From an optimization exercise on the open Yosys and OpenROAD flow, aimed at small area and a short achievable clock period; shortcuts taken in it are not production practice. In this exercise RTL edits were held to simulation tests only and were not proved equivalent to the original.

<file path="flow/run.sh">
#!/bin/bash
# synth_recipe.tcl (not shown) runs the flow's synth.tcl, then flattens the netlist and writes it again
# the make line also repeats each setting of config.mk as NAME=value (left out here)
make -C /OpenROAD-flow-scripts/flow DESIGN_CONFIG=/design/flow/config.mk WORK_HOME=/design/flow/orfs CLKGATE_MAP_FILE= SYNTH_SCRIPT=/design/flow/synth_recipe.tcl finish
</file>
<file path="flow/design.v">
package latsc_pkg;
   typedef enum logic [2:0] {
      RD_LINE  = 3'd1,
      WR_LINE  = 3'd2,
      WR_THRU  = 3'd3,
      WR_FENCE = 3'd4,
      INTR     = 3'd5
   } req_type_e;
   localparam int TYPE_LSB   = 0;
   localparam int TYPE_WIDTH = 3;
   localparam int TID_WIDTH = 16;
   localparam int COUNT_WIDTH = 8;
   localparam int LAT_MIN_RD  = 10;
   localparam int LAT_MAX_RD  = 40;
   localparam int LAT_MIN_WR  = 8;
   localparam int LAT_MAX_WR  = 30;
   localparam int LAT_MIN_WT  = 6;
   localparam int LAT_MAX_WT  = 20;
   localparam int LAT_MIN_INT = 4;
   localparam int LAT_MAX_INT = 12;
   localparam int LAT_UNDEF   = 16;
   typedef enum logic [1:0] {
      SLOT_FREE,
      SLOT_COUNT,
      SLOT_READY
   } slot_state_e;
endpackage
`timescale 1ns/1ps
module sync_fifo #(
   parameter int WIDTH       = 32,
   parameter int DEPTH_LOG2  = 3,
   parameter int FULL_THRESH = 5
) (
   input  logic                clk,
   input  logic                rst,
   input  logic                wr_en_i,
   input  logic [WIDTH-1:0]    data_i,
   input  logic                rd_en_i,
   output logic [WIDTH-1:0]    data_o,
   output logic                valid_o,
   output logic                alm_full_o,
   output logic                empty_o,
   output logic [DEPTH_LOG2:0] count_o,
   output logic                overflow_o,
   output logic                underflow_o
);
   localparam int DEPTH = 2 ** DEPTH_LOG2;
   localparam int CW    = DEPTH_LOG2 + 1;
   logic [WIDTH-1:0]      mem [DEPTH];
   logic [DEPTH_LOG2-1:0] wr_ptr_q;
   logic [DEPTH_LOG2-1:0] rd_ptr_q;
   logic [DEPTH_LOG2:0]   count_q;
   logic                  full;
   logic                  wr_ok;
   logic                  rd_ok;
   assign full       = (count_q == CW'(DEPTH));
   assign empty_o    = (count_q == '0);
   assign alm_full_o = (count_q >= CW'(FULL_THRESH));
   assign count_o    = count_q;
   assign wr_ok      = wr_en_i && !full;
   assign rd_ok      = rd_en_i && !empty_o;
   always_ff @(posedge clk) begin
      if (wr_ok)
         mem[wr_ptr_q] <= data_i;
      data_o <= mem[rd_ptr_q];
   end
   always_ff @(posedge clk) begin
      if (rst) begin
         wr_ptr_q    <= '0;
         rd_ptr_q    <= '0;
         count_q     <= '0;
         valid_o     <= 1'b0;
         overflow_o  <= 1'b0;
         underflow_o <= 1'b0;
      end else begin
         if (wr_ok)
            wr_ptr_q <= wr_ptr_q + 1'b1;
         if (rd_ok)
            rd_ptr_q <= rd_ptr_q + 1'b1;
         case ({wr_ok, rd_ok})
            2'b10:   count_q <= count_q + 1'b1;
            2'b01:   count_q <= count_q - 1'b1;
            default: count_q <= count_q;
         endcase
         valid_o     <= rd_ok;
         overflow_o  <= wr_en_i && full;
         underflow_o <= rd_en_i && empty_o;
      end
   end
endmodule
`timescale 1ns/1ps
module fence_filter #(
   parameter int HDR_WIDTH = 24
) (
   input  logic                 clk,
   input  logic                 rst,
   input  logic [HDR_WIDTH-1:0] head_meta_i,
   input  logic                 head_valid_i,
   input  logic                 head_empty_i,
   input  logic                 q_alm_full_i,
   input  logic                 downstream_empty_i,
   output logic                 pop_o,
   output logic                 push_o
);
   typedef enum logic [1:0] {
      PASS,
      FENCE_WAIT,
      FENCE_DONE
   } fence_state_e;
   fence_state_e state_q;
   logic         head_seen_q;
   logic         head_ok;
   logic         is_fence;
   logic         pass_pop;
   logic         push_q;
   always_ff @(posedge clk) begin
      if (rst)
         head_seen_q <= 1'b0;
      else
         head_seen_q <= !head_empty_i && !pop_o;
   end
   assign head_ok  = head_seen_q && !head_empty_i;
   assign is_fence = head_ok &&
      (head_meta_i[latsc_pkg::TYPE_LSB +: latsc_pkg::TYPE_WIDTH] == latsc_pkg::WR_FENCE);
   assign pass_pop = (state_q == PASS) && head_ok && !is_fence && !q_alm_full_i;
   assign pop_o    = pass_pop || (state_q == FENCE_DONE);
   always_ff @(posedge clk) begin
      if (rst) begin
         state_q <= PASS;
      end else begin
         case (state_q)
            PASS: begin
               if (is_fence)
                  state_q <= FENCE_WAIT;
            end
            FENCE_WAIT: begin
               if (downstream_empty_i)
                  state_q <= FENCE_DONE;
            end
            FENCE_DONE: state_q <= PASS;
            default:    state_q <= PASS;
         endcase
      end
   end
   always_ff @(posedge clk) begin
      if (rst)
         push_q <= 1'b0;
      else
         push_q <= pass_pop;
   end
   assign push_o = push_q && head_valid_i;
endmodule
`timescale 1ns/1ps
module latency_slot_array #(
   parameter int          HDR_WIDTH  = 24,
   parameter int          DATA_WIDTH = 32,
   parameter int          NUM_SLOTS  = 8,
   parameter logic [15:0] LFSR_SEED  = 16'hACE1
) (
   input  logic                                              clk,
   input  logic                                              rst,
   input  logic                                              q_empty_i,
   input  logic                                              q_valid_i,
   input  logic [latsc_pkg::TID_WIDTH+HDR_WIDTH+DATA_WIDTH-1:0] q_word_i,
   output logic                                              q_pop_o,
   input  logic                                              out_alm_full_i,
   output logic                                              out_wr_o,
   output logic [latsc_pkg::TID_WIDTH+HDR_WIDTH+DATA_WIDTH-1:0] out_word_o,
   output logic                                              empty_o,
   output logic [$clog2(NUM_SLOTS+1)-1:0]                    used_o
);
   localparam int W     = latsc_pkg::TID_WIDTH + HDR_WIDTH + DATA_WIDTH;
   localparam int CW    = latsc_pkg::COUNT_WIDTH;
   localparam int IW    = $clog2(NUM_SLOTS);
   localparam int UW    = $clog2(NUM_SLOTS + 1);
   localparam int T_POS = DATA_WIDTH + latsc_pkg::TYPE_LSB;
   logic [1:0]             slot_state_q [NUM_SLOTS];
   logic [W-1:0]           slot_word_q  [NUM_SLOTS];
   logic [CW-1:0]          slot_ctr_q   [NUM_SLOTS];
   logic [15:0]            lfsr_q;
   logic [CW-1:0]          new_delay;
   logic [IW-1:0]          free_idx;
   logic                   free_found;
   logic [IW-1:0]          rdy_idx;
   logic                   rdy_found;
   logic [IW-1:0]          rr_q;
   logic [UW-1:0]          used_cnt;
   logic                   pop_valid_q;
   logic [IW-1:0]          pop_idx_q;
   logic [W-1:0]           pop_word_q;
   function automatic logic [CW-1:0] pick_delay(input logic [latsc_pkg::TYPE_WIDTH-1:0] t,
                                                input logic [15:0] r);
      int lo;
      int hi;
      lo = latsc_pkg::LAT_UNDEF;
      hi = latsc_pkg::LAT_UNDEF;
      case (t)
         latsc_pkg::RD_LINE: begin lo = latsc_pkg::LAT_MIN_RD;  hi = latsc_pkg::LAT_MAX_RD;  end
         latsc_pkg::WR_LINE: begin lo = latsc_pkg::LAT_MIN_WR;  hi = latsc_pkg::LAT_MAX_WR;  end
         latsc_pkg::WR_THRU: begin lo = latsc_pkg::LAT_MIN_WT;  hi = latsc_pkg::LAT_MAX_WT;  end
         latsc_pkg::INTR:    begin lo = latsc_pkg::LAT_MIN_INT; hi = latsc_pkg::LAT_MAX_INT; end
         default:            lo = latsc_pkg::LAT_UNDEF;
      endcase
      pick_delay = CW'(lo + ({16'd0, r} % (hi - lo + 1)));
   endfunction
   always_ff @(posedge clk) begin
      if (rst)
         lfsr_q <= LFSR_SEED;
      else
         lfsr_q <= {1'b0, lfsr_q[15:1]} ^ (lfsr_q[0] ? 16'hB400 : 16'h0000);
   end
   assign new_delay = pick_delay(q_word_i[T_POS +: latsc_pkg::TYPE_WIDTH], lfsr_q);
   always_comb begin
      free_found = 1'b0;
      free_idx   = '0;
      used_cnt   = '0;
      for (int i = NUM_SLOTS - 1; i >= 0; i--) begin
         if (slot_state_q[i] == latsc_pkg::SLOT_FREE) begin
            free_found = 1'b1;
            free_idx   = IW'(i);
         end else begin
            used_cnt = used_cnt + 1'b1;
         end
      end
   end
   always_comb begin
      int idx;
      rdy_found = 1'b0;
      rdy_idx   = rr_q;
      for (int i = 1; i <= NUM_SLOTS; i++) begin
         idx = (32'(rr_q) + i) % NUM_SLOTS;
         if (!rdy_found && slot_state_q[idx] == latsc_pkg::SLOT_READY &&
             !(pop_valid_q && pop_idx_q == IW'(idx))) begin
            rdy_found = 1'b1;
            rdy_idx   = IW'(idx);
         end
      end
   end
   assign q_pop_o  = !q_empty_i && free_found && (used_cnt < UW'(NUM_SLOTS - 1));
   assign out_wr_o = pop_valid_q && !out_alm_full_i;
   always_ff @(posedge clk) begin
      if (rst) begin
         for (int i = 0; i < NUM_SLOTS; i++)
            slot_state_q[i] <= latsc_pkg::SLOT_FREE;
      end else begin
         for (int i = 0; i < NUM_SLOTS; i++) begin
            case (slot_state_q[i])
               latsc_pkg::SLOT_FREE:
                  if (q_valid_i && free_idx == IW'(i))
                     slot_state_q[i] <= latsc_pkg::SLOT_COUNT;
               latsc_pkg::SLOT_COUNT:
                  if (slot_ctr_q[i] == '0)
                     slot_state_q[i] <= latsc_pkg::SLOT_READY;
               latsc_pkg::SLOT_READY:
                  if (out_wr_o && pop_idx_q == IW'(i))
                     slot_state_q[i] <= latsc_pkg::SLOT_FREE;
               default: slot_state_q[i] <= latsc_pkg::SLOT_FREE;
            endcase
         end
      end
   end
   always_ff @(posedge clk) begin
      for (int i = 0; i < NUM_SLOTS; i++) begin
         if (q_valid_i && free_idx == IW'(i) && slot_state_q[i] == latsc_pkg::SLOT_FREE) begin
            slot_word_q[i] <= q_word_i;
            slot_ctr_q[i]  <= new_delay;
         end else if (slot_state_q[i] == latsc_pkg::SLOT_COUNT && slot_ctr_q[i] != '0) begin
            slot_ctr_q[i] <= slot_ctr_q[i] - 1'b1;
         end
      end
   end
   always_ff @(posedge clk) begin
      if (rst) begin
         pop_valid_q <= 1'b0;
         pop_idx_q   <= '0;
         rr_q        <= '0;
      end else if (rdy_found && (!pop_valid_q || out_wr_o)) begin
         pop_valid_q <= 1'b1;
         pop_idx_q   <= rdy_idx;
         rr_q        <= rdy_idx;
      end else if (out_wr_o) begin
         pop_valid_q <= 1'b0;
      end
   end
   always_ff @(posedge clk) begin
      if (rdy_found && (!pop_valid_q || out_wr_o))
         pop_word_q <= slot_word_q[rdy_idx];
   end
   assign out_word_o = pop_word_q;
   assign used_o     = used_cnt;
   assign empty_o    = (used_cnt == '0) && !q_valid_i;
endmodule
`timescale 1ns/1ps
module latency_scoreboard #(
   parameter int          HDR_WIDTH      = 24,
   parameter int          DATA_WIDTH     = 32,
   parameter int          NUM_SLOTS      = 8,
   parameter int          IN_DEPTH_LOG2  = 5,
   parameter int          IN_FULL_THRESH = 24,
   parameter int          Q_DEPTH_LOG2   = 3,
   parameter int          Q_FULL_THRESH  = 5,
   parameter logic [15:0] LFSR_SEED      = 16'hACE1
) (
   input  logic                           clk,
   input  logic                           rst,
   input  logic [HDR_WIDTH-1:0]           meta_i,
   input  logic [DATA_WIDTH-1:0]          data_i,
   input  logic                           write_en_i,
   output logic [HDR_WIDTH-1:0]           meta_o,
   output logic [DATA_WIDTH-1:0]          data_o,
   output logic [latsc_pkg::TID_WIDTH-1:0] tid_o,
   output logic                           valid_o,
   input  logic                           read_en_i,
   output logic                           empty_o,
   output logic                           full_o,
   output logic                           overflow_o,
   output logic                           underflow_o,
   output logic [31:0]                    count_o
);
   localparam int TW = latsc_pkg::TID_WIDTH;
   localparam int W  = TW + HDR_WIDTH + DATA_WIDTH;
   localparam int UW = $clog2(NUM_SLOTS + 1);
   logic [TW-1:0]             tid_q;
   logic                      wr_accept;
   logic [W-1:0]              in_word;
   logic                      in_valid, in_empty, in_ovf, in_unf, in_pop;
   logic [IN_DEPTH_LOG2:0]    in_count;
   logic [W-1:0]              q_word;
   logic                      q_push, q_pop, q_valid, q_alm_full, q_empty, q_ovf, q_unf;
   logic [Q_DEPTH_LOG2:0]     q_count;
   logic [W-1:0]              out_word_in;
   logic                      out_wr, out_alm_full, out_empty, out_ovf, out_unf;
   logic                      slot_empty;
   logic [UW-1:0]             slot_used;
   logic [Q_DEPTH_LOG2:0]     out_count;
   assign wr_accept = write_en_i && (in_count < (IN_DEPTH_LOG2 + 1)'(2 ** IN_DEPTH_LOG2));
   always_ff @(posedge clk) begin
      if (rst)
         tid_q <= '0;
      else if (wr_accept)
         tid_q <= tid_q + 1'b1;
   end
   sync_fifo #(.WIDTH(W), .DEPTH_LOG2(IN_DEPTH_LOG2), .FULL_THRESH(IN_FULL_THRESH)) in_fifo (
      .clk(clk), .rst(rst),
      .wr_en_i(write_en_i), .data_i({tid_q, meta_i, data_i}), .rd_en_i(in_pop),
      .data_o(in_word), .valid_o(in_valid), .alm_full_o(full_o), .empty_o(in_empty),
      .count_o(in_count), .overflow_o(in_ovf), .underflow_o(in_unf)
   );
   fence_filter #(.HDR_WIDTH(HDR_WIDTH)) u_fence_filter (
      .clk(clk), .rst(rst),
      .head_meta_i(in_word[DATA_WIDTH +: HDR_WIDTH]),
      .head_valid_i(in_valid),
      .head_empty_i(in_empty),
      .q_alm_full_i(q_alm_full),
      .downstream_empty_i(q_empty && slot_empty && out_empty),
      .pop_o(in_pop),
      .push_o(q_push)
   );
   sync_fifo #(.WIDTH(W), .DEPTH_LOG2(Q_DEPTH_LOG2), .FULL_THRESH(Q_FULL_THRESH)) req_fifo (
      .clk(clk), .rst(rst),
      .wr_en_i(q_push), .data_i(in_word), .rd_en_i(q_pop),
      .data_o(q_word), .valid_o(q_valid), .alm_full_o(q_alm_full), .empty_o(q_empty),
      .count_o(q_count), .overflow_o(q_ovf), .underflow_o(q_unf)
   );
   latency_slot_array #(
      .HDR_WIDTH(HDR_WIDTH), .DATA_WIDTH(DATA_WIDTH),
      .NUM_SLOTS(NUM_SLOTS), .LFSR_SEED(LFSR_SEED)
   ) u_slots (
      .clk(clk), .rst(rst),
      .q_empty_i(q_empty), .q_valid_i(q_valid), .q_word_i(q_word), .q_pop_o(q_pop),
      .out_alm_full_i(out_alm_full), .out_wr_o(out_wr), .out_word_o(out_word_in),
      .empty_o(slot_empty), .used_o(slot_used)
   );
   sync_fifo #(.WIDTH(W), .DEPTH_LOG2(Q_DEPTH_LOG2), .FULL_THRESH(Q_FULL_THRESH)) out_fifo (
      .clk(clk), .rst(rst),
      .wr_en_i(out_wr), .data_i(out_word_in), .rd_en_i(read_en_i),
      .data_o({tid_o, meta_o, data_o}), .valid_o(valid_o), .alm_full_o(out_alm_full),
      .empty_o(out_empty), .count_o(out_count), .overflow_o(out_ovf), .underflow_o(out_unf)
   );
   assign empty_o     = out_empty;
   assign overflow_o  = in_ovf || q_ovf || out_ovf;
   assign underflow_o = in_unf || q_unf || out_unf;
   assign count_o     = 32'(in_count) + 32'(q_count) + 32'(slot_used) + 32'(out_count);
endmodule
</file>
<file path="flow/config.mk">
export PLATFORM = sky130hd
export DESIGN_NAME = latency_scoreboard
export DESIGN_NICKNAME = latency_scoreboard
export VERILOG_FILES = /design/flow/design.v
export SDC_FILE = /design/flow/constraint.sdc
export NUM_CORES = 4
export LEC_CHECK = 0
export CAP_MARGIN = 20
export CORE_MARGIN = 2
export CORE_UTILIZATION = 40
export PLACE_DENSITY = 0.6
export SLEW_MARGIN = 20
</file>
<file path="flow/constraint.sdc">
create_clock -name core_clock -period 50.0 [get_ports {clk}]
set_input_delay 10.0000 -clock core_clock [delete_from_list [all_inputs] [get_ports {clk}]]
set_output_delay 10.0000 -clock core_clock [all_outputs]
set_load 0.01 [all_outputs]
</file>
==> flow_metrics.env <==
export IMPL_status="complete, no violations"
export IMPL_hp_start="in_fifo.valid_o"
export IMPL_fillers=39800
export IMPL_finalSetupTns_ns=0
export IMPL_wl_per_cell_um=26.6
export IMPL_die_y_um=693
export IMPL_rr_worst_depth=154
export IMPL_synthArstFlopShare_pct=0
export IMPL_synth_distinct_cells=98
export IMPL_finalCriticalPeriod_ns=47.13
export IMPL_critical_path_class="reg -> reg"
export IMPL_wl_mm=483
export IMPL_startpoint_type="register"
export IMPL_dp_hpwl_mm=285
export IMPL_cts_hold_buf=0
export IMPL_crit_start="req_fifo.data_o[33]"
export IMPL_areaGrowthSynthToFinish_pct=13.2
export IMPL_cts_made_buffers=447
export IMPL_drt_vias_per_instance=5.63
export IMPL_drc=0
export IMPL_required_ns=50.67
export IMPL_place_inst=17300
export IMPL_grt_overflow=0
export IMPL_slowest_stage="o31ai_1"
export IMPL_drive_above_1_share_pct=19.4
export IMPL_max_freq_ghz=0.0212
export IMPL_nets=12000
export IMPL_die_w_um=693
export IMPL_start_util_pct=40.2
export IMPL_drt_iter0_markers=10800
export IMPL_clk_latency_ns=1.03
export IMPL_yosysWarnings=8
export IMPL_floorplan_rows=252
export IMPL_period_share_pct=94.3
export IMPL_min_path_cells=2
export IMPL_r2r_end="u_slots.slot_ctr_q[6][7]"
export IMPL_setup_ws_ns=2.87
export IMPL_critPathMostFrequentCell="ha_1"
export IMPL_synth_top_area_share_pct=66.0
export IMPL_htree_levels=5
export IMPL_finalSetupViolCount=0
export IMPL_path_max_fanout=32
export IMPL_antenna_found_initial=84
export IMPL_drtAntennaViolNets=0
export IMPL_vias=102000
export IMPL_cts_root_buf="clkbuf_16"
export IMPL_r2r_start="req_fifo.data_o[33]"
export IMPL_synth_area_leaders="edfxtp_1 (66%), mux4_2 (12%), dfxtp_1 (3.3%)"
export IMPL_core_um2=472000
export IMPL_skew_ns=0.0970
export IMPL_register_area_um2=132000
export IMPL_final_cells=18200
export IMPL_slowest_delay_ns=0.97
export IMPL_hold_path_class="reg -> reg"
export IMPL_cp_arrival_ns=47.80
export IMPL_grt_pass1_vias=103000
export IMPL_crit_path_end_kind="register"
export IMPL_grt_pass1_wl_mm=700
export IMPL_clock_path_buffers=4
export IMPL_syn_inst=10900
export IMPL_reg2reg_slack_ns=2.87
export IMPL_yosysTopAreaCell="edfxtp_1"
export IMPL_rsz0062_at_grt="false"
export IMPL_grt_usage_pct=19.7
export IMPL_detail_route_first_pass_iterations=8
export IMPL_io_pins=169
export IMPL_tightestPinTransition_ns=1.12
export IMPL_cts_tree="built"
export IMPL_synth_seq_area_share_pct=69.3
export IMPL_synth_enable_flop_cells=4168
export IMPL_ys_ff_latch=4485
export IMPL_grt_max_degree=133
export IMPL_hold_violations=0
export IMPL_maxCapViolations=0
export IMPL_place_congestion=0.883
export IMPL_clk_pin_slew_ns=0.06
export IMPL_avgSynthCellArea_um2=17.4
export IMPL_ys_flop_type="edfxtp_1"
export IMPL_place_ws_ns=2.96
export IMPL_cts_setup_buffers=0
export IMPL_syn_area_um2=190000
export IMPL_die_area_um2=480000
export IMPL_relSlewSlack_pct=24.4
export IMPL_cts_resized_gates=0
export IMPL_worstHoldEndpoint="req_fifo.overflow_o"
export IMPL_cts_sinks=4485
export IMPL_multi_input_area_um2=57000
export IMPL_portBuffers=143
export IMPL_final_max_slew_viol_count=0
-- metrics by stage --
step | utilization (%) | hold WS, ns | cell area [µm²]
2_1_floorplan | - | 0.424 | 191000
3_3_place_gp | 42.4 | 0.458 | 200000
3_5_place_dp | 42.5 | 0.462 | 200000
4_1_cts | 45.5 | 0.478 | 215000
5_1_grt | 45.5 | 0.487 | 215000
6_report | 45.5 | 0.465 | 215000
-- worst max-delay path, delay by kind of cell (launching register included) --
kind                       cells  cell delay, ns
AOI/OAI and AO/OA             76           24.94
adders and majority gates     19            6.60
muxes                          1            0.32
buffers and inverters         17            4.05
and+or+nand+nor               38            9.49
xor gates and xnor gates       3            0.60
DFF                            1            0.63
-- placed cells by master, fill, tap and decap left out, types with 50 or more instances in the layout --
master           count
clkbuf_1           125
conb_1             313
ha_1               436
o21bai_1            50
a211oi_1            56
a21o_1             138
nand4_1             62
xor2_1             166
o21ai_0            317
inv_1              226
nand2_1            670
mux2_2             260
buf_4              208
dfxtp_1            295
clkbuf_16          454
edfxtp_1          4168
nand3_1            175
nor2_1             467
mux2i_1            143
mux4_2            1010
clkinv_1            79
a31oi_1             54
nor3_1             103
clkdlybuf4s50_1    138
a21oi_1            403
o21a_1              54
clkinv_2            83
xnor2_1            213
-- synth_stat cells, types with 36 or more instances --
library cell	n
inv_1	229
o211ai_1	44
mux2i_1	143
or2_2	36
o21ai_0	320
a21oi_1	406
a211oi_1	57
nor2_1	511
a31oi_1	55
nand4_1	62
nand2_1	671
edfxtp_1	4168
nor2b_1	48
dfxtp_1	317
o22a_1	36
clkbuf_1	337
xnor2_1	216
mux4_2	1010
a21o_1	139
buf_1	109
nand3_1	175
mux2_2	260
xor2_1	168
nand2b_1	45
a22oi_1	43
o22ai_1	49
ha_1	436
nor3_1	111
or3_1	38
o21a_1	55
o21bai_1	50
-- worst max-delay path by stage --
stage                                          end  slack, ns
after global routing      u_slots.slot_ctr_q[6][7]      0.005
after floorplan           u_slots.slot_ctr_q[2][7]      10.13
after detailed placement  u_slots.slot_ctr_q[4][7]       2.96
after CTS                 u_slots.slot_ctr_q[6][7]       2.71
after global placement    u_slots.slot_ctr_q[7][7]       3.31
final                     u_slots.slot_ctr_q[6][7]       2.87
-- registers in the layout (all words and copies together), names as in the netlist, 2 cells and up --
signal                  count
in_fifo.count_q             6
in_fifo.data_o             72
in_fifo.mem              2304
in_fifo.rd_ptr_q            5
in_fifo.wr_ptr_q            5
out_fifo.count_q            4
out_fifo.data_o            72
out_fifo.mem              576
out_fifo.rd_ptr_q           3
out_fifo.wr_ptr_q           3
req_fifo.count_q            4
req_fifo.data_o            72
req_fifo.mem              576
req_fifo.rd_ptr_q           3
req_fifo.wr_ptr_q           3
tid_q                      16
u_fence_filter.state_q      2
u_slots.lfsr_q             16
u_slots.pop_word_q         72
u_slots.rr_q                3
u_slots.slot_ctr_q         64
u_slots.slot_state_q       16
u_slots.slot_word_q       576
-- metal layers --
metal	vias up	GRT usage [%]	share of wire, %
li1	44900	-	-
met1	53200	27.0	42
met2	3465	32.1	48
met3	786	4.00	7.6
met4	56	5.00	2.5
met5	-	0	0.076
-- layout make-up --
cell class                 instances  area share, %
sequential                      4485           61.3
multi-input combinational       6020           26.5
clock buffer                     609           5.70
tap                             6223           3.63
timing repair buffer             355           1.42
clock inverter                   230          0.996
inverter                         229          0.403
antenna                           32         0.0373
-- cell families after synthesis --
group                      count (synthesis)  synth area share (%)
adders and majority gates                451                  3.03
DFF                                     4485                  69.3
and+or+nand+nor                         1875                  4.53
buffers and inverters                    738                  1.54
muxes                                   1413                  14.3
xor gates and xnor gates                 384                  1.77
other                                      2               0.00396
AOI/OAI and AO/OA                       1584                  5.53

==> afterwards: timing with drivers on the ports <==
In the flow no input, the clock included, has a driving cell. The finished layout below was timed again as built, in two steps.
Step 1 assumes that a clkbuf_16 drives the clock port and a buf_2 every other input.
Step 2 times the ports against the registers' clock, not the clock port: input delays grow and output delays shrink by t, the midpoint of the rising clock arrivals with the driver on.
Slacks: no drivers / after step 1 / after step 2; pairs: no drivers / after step 1.
shift t [ns]: 1.087
setup WS [ns]: 2.873 / 2.873 / 2.873
hold WS [ns]: 0.465 / 0.465 / 0.465
After both steps this run still meets setup and hold. For this run, drivers alone change the setup slack by 0.000 ns; drivers and shift together by 0.000 ns.
